This is an optimization exercise on Yosys and OpenROAD, whose aim is small area, a short achievable clock period and few clock cycles, not a production implementation. Function was checked by simulation only, so behaviour that the tests miss may differ from the original. Power is estimated from default activity; no workload was simulated.

## north
Design protobuf_read_reply_decoder_top, start of the top module:
module protobuf_read_reply_decoder_top (
	input  wire logic                   clk,
	input  wire logic                   arst_n,
	input  wire logic                   bytes_valid,
	output logic                        bytes_ready,
	input  wire logic [rrd_pkg::DATA_W-1:0]      bytes_data_byte,
	input  wire logic                   bytes_end_of_message,
	output logic                        results_valid,
	input  wire logic                   results_ready,
	output logic [rrd_pkg::STATUS_W-1:0]         results_status_code,
	output logic [rrd_pkg::WORD_W-1:0]           results_throttle_ms,
	output logic                        results_value_present,
	output logic [rrd_pkg::LENGTH_W-1:0]         results_value_length,
	output logic [rrd_pkg::DATA_W-1:0]           results_value_byte,
	output logic [rrd_pkg::INDEX_W-1:0]          results_byte_index,
	output logic                        results_value_too_long,
	output logic                        results_stopped_early,
	output logic                        results_last_result
);
clock: 6.5 ns
lec_check: 0
cap_margin: 20
core_margin: 2
core_utilization: 40
setup_slack_margin: 4.0
slew_margin: 20
run.sh (not shown) runs the stock make flow with config.mk's settings and CLKGATE_MAP_FILE= SYNTH_SCRIPT=/design/flow/synth_recipe.tcl, a recipe that flattens the netlist after the stock synthesis.
north went all the way through synthesis, placement and routing and the layout is clean on timing, DRC and antenna.
Testbench counts of north, summed over its fixed seeds: cycles 51,327.
diff inputs: north => south
==> flow/flow/run.sh (new file) <==
#!/bin/bash
set -euo pipefail
export CTS_ARGS="-sink_clustering_enable -repair_clock_nets -dont_use_dummy_load -sink_clustering_size 20 -sink_clustering_max_diameter 200"
bash standard.sh > standard_flow.log 2>&1
==> flow/standard.sh (new file) <==
#!/bin/bash
# synth_recipe.tcl (not shown) runs the flow's synth.tcl, then flattens the netlist and writes it again
# the make line also repeats each setting of config.mk as NAME=value (left out here)
make -C /OpenROAD-flow-scripts/flow DESIGN_CONFIG=/design/flow/config.mk WORK_HOME=/design/flow/orfs CLKGATE_MAP_FILE= SYNTH_SCRIPT=/design/flow/synth_recipe.tcl "${@:-finish}"
removed: flow/run.sh
--- outcome ---
Looking at leakage component of the power across north and south, the one that comes out lower is south. The run showing the greater combinational power share is south. Filler-free cell count of the finished design is lower on south. Maximum VDD drop: south worse than north. Final period demand of the worst path sits lower in south than in north. Summary: with north as the reference, count of plain and timing-repair buffers in south moved down by more than 10%. Relative to north, summed area of non-filler cells in the final layout decreased by about 5% in south. Comparing average wire per cell in the routed design for north and south, the bigger number came from south. south: via count is 621 lower than what north reported. For the worst hold slack across all endpoints, south came in 0.0035 ns higher than north did.
Changes in east relative to south:
Settings: changing CORE_UTILIZATION from 40 to 60.
==> flow/flow/run.sh <==
#!/bin/bash
set -euo pipefail
export CTS_ARGS="-sink_clustering_enable -repair_clock_nets -dont_use_dummy_load"
bash standard.sh > standard_flow.log 2>&1
- Relative to south, the number of placed instances, taps included measured on east has decreased by more than 10%.
- Compared with south, via count in east increased by a few percent.
- The met3 track demand over resource in global routing of east is higher than that of south.
- When east is measured against south, its final weighted congestion in routability-driven placement turns out about 3.6% higher.
- Taking south as the reference, in east final cell count moved down, area fraction of clock buffers and clock inverters moved up, power moved up, hold slack level.
- Taking south as the reference, in east total core area lost about 33%, clock skew decreased 0.053 ns, part of the power in the clock network went up.
> inputs changed (east -> west)
Settings: swapping 60 for 40 in CORE_UTILIZATION.
==> comparison <==
- west finished every stage and its layout cleared the timing, design-rule and antenna checks.
- Diff west..east | design area | negligible
- Between west and east, the count of antenna-violating nets left after detailed routing figures differ only marginally.
- On final hold slack: west sits below east.


## v9
Another version of the RTL of protobuf_read_reply_decoder_top (not shown whole).
For scale: about 730 flip-flops, about 72 I/O pins, roughly 0.030 sq mm of cells after synthesis.
export LEC_CHECK = 0
export CAP_MARGIN = 20
export CORE_MARGIN = 2
export CORE_UTILIZATION = 40
export SETUP_SLACK_MARGIN = 4.0
export SLEW_MARGIN = 20
create_clock -name core_clock -period 6.5 [get_ports {clk}]
standard.sh (not shown) runs the stock make flow with config.mk's settings and CLKGATE_MAP_FILE= SYNTH_SCRIPT=/design/flow/synth_recipe.tcl, a recipe that flattens the netlist after the stock synthesis.
==> flow/flow/run.sh <==
#!/bin/bash
set -euo pipefail
export CTS_ARGS="-sink_clustering_enable -repair_clock_nets -dont_use_dummy_load -sink_clustering_size 24 -sink_clustering_max_diameter 200"
bash standard.sh > standard_flow.log 2>&1
Having completed the whole flow, v9 delivered a layout that passed the timing, design-rule and antenna checks.
Testbench counts of v9, summed over its fixed seeds: cycles 51,353.
Inputs modified between v9 and v15:
- swapping 4.0 for 4.2 in SETUP_SLACK_MARGIN
==> flow/flow/run.sh <==
#!/bin/bash
set -euo pipefail
export CTS_ARGS="-sink_clustering_enable -repair_clock_nets -dont_use_dummy_load -sink_clustering_size 20 -sink_clustering_max_diameter 200"
bash standard.sh > standard_flow.log 2>&1
[summary]
Delta (v15 minus v9): switching part of the total now sits higher, routed wire length +6200 microns, final worst-path cycle share closely matched the old numbers, synthesis-to-layout area growth picked up an extra 5.9 points.
Between v15 and v9, final-layout clock buffer total is higher for v15, v9 comes in under that.
Of v15 and v9, the higher layout filler cell count belongs to v9.
Register share of total power: v15 and v9 compared, lower one is v15
Setup changes, v15 to v36
- SETUP_SLACK_MARGIN: 4.2 -> 4.0
==> flow/flow/run.sh <==
#!/bin/bash
set -euo pipefail
export CTS_ARGS="-sink_clustering_enable -repair_clock_nets -dont_use_dummy_load -sink_clustering_size 20 -sink_clustering_max_diameter 80"
bash standard.sh > standard_flow.log 2>&1
--- outcome ---
Summary of v36 over v15: power per unit of standard cell area lower, via count of the first global-routing pass lower. Going from v15 to v36, worst voltage drop across the vdd grid shrank by more than 10%. Relative to v15, the sequential cell area share of v36 is higher by 3.1 points. For non-clock buffer count, dividing the value from v36 by the value from v15 gives 0.72. From v36 to v15, DRC violations left did not move at all. Per the comparison of v36 with v15, final critical delay including setup and external delays grew by 18 ps; synthesized cell count held steady. Maximum cell stage delay along the critical path delta for v36 relative to v15: 90 ps lower. Compare v36 and v15 | first-pass GRT wire length lower: v36. Highest attainable clock frequency was lower in the run labelled v36.
The following lists how v44 was set up differently from v36:
- a change of SETUP_SLACK_MARGIN from 4.0 to 3.95
==> flow/flow/run.sh <==
#!/bin/bash
set -euo pipefail
export CTS_ARGS="-sink_clustering_enable -repair_clock_nets -dont_use_dummy_load -sink_clustering_size 20 -sink_clustering_max_diameter 200"
bash standard.sh > standard_flow.log 2>&1
==> comparison <==
v44 vs v36: slew at the pin closest to its max-slew limit up
v44 improves on v36 in final instance area.
Number of stages on the worst setup path was lower in the run labelled v36.
Clock-pin slew reported for the worst setup and hold paths after clock tree synthesis of v36 is on par with v44.
Looking at combinational gate power, v44 sits about 2% lower than v36 does.
Going from v36 to v44, global-route usage was more or less identical; worst setup slack before clock tree synthesis increased 39 ps; worst path setup slack after routing did not really move; insertion delay to the later sink of the worst-skew pair lower; wire length of the first global-routing pass moved up.
Est. power | v44 vs v36 | v44 lower
#### Input delta (v24 over v44)
- SETUP_SLACK_MARGIN now 4.0, was 3.95
- PLACE_DENSITY now 0.75, previously not set
- Between v44 and v24, the number of multi-input combinational cells figures differ only marginally.
- Proportion of cell area occupied by multi-input gates delta for v24 relative to v44: 0.25 points higher
- v24 ends up with a share of power burned in the clock network that is 0.3 points lower than in v44.
- v44 → v24: clock network area share was more or less identical, final worst slack has increased, shortest period the worst path allows down 8.6 ps, signed area change from the synthesized netlist to the final layout up 0.97 points.
- Compared with v44, v24 shows a internal power consumption that is 0.081 mW higher.
- Relative to v44, the post-place setup slack of v24 is higher by 15 ps.
- Summary of v24 over v44: power in the clock group ~0 delta, maximum clock rate moved up.

## static timing again, ports no longer ideal
The flow's constraints put no driver on any port. The routed layouts listed below were extracted and timed again, unchanged, in two steps. Step 1, drivers: a clkbuf_16 drives clk and a buf_2 each remaining input, both assumed. Step 2 moves the port delays by t, midway between the first and last clock arrival at a register: inputs arrive t later, outputs are due t later. That takes back most of the time a late clock gives input paths. Slacks: no drivers / after step 1 / after step 2; pairs: no drivers / after step 1.
run	t, ns	setup WS [ns]	worst setup path at the end	pins driven straight from the clock port
north	0.684	3.915 / 3.846 / 3.457	input to register	1
south	0.635	3.937 / 3.870 / 3.523	input to register	1
east	0.653	3.775 / 3.775 / 3.499	input to register	1
west	0.661	3.937 / 3.867 / 3.473	input to register	1
v9	0.633	3.977 / 3.915 / 3.488	input to register	1
v15	0.637	3.968 / 3.911 / 3.633	input to register	1
v36	0.637	3.950 / 3.894 / 3.427	input to register	1
v44	0.630	3.949 / 3.915 / 3.409	input to register	1
v24	0.647	3.957 / 3.899 / 3.328	input to register	1
After both steps every run listed still meets setup and hold. The setup slack of v24, which loses most, moves by -0.058 ns with the drivers and by -0.629 ns with both steps.
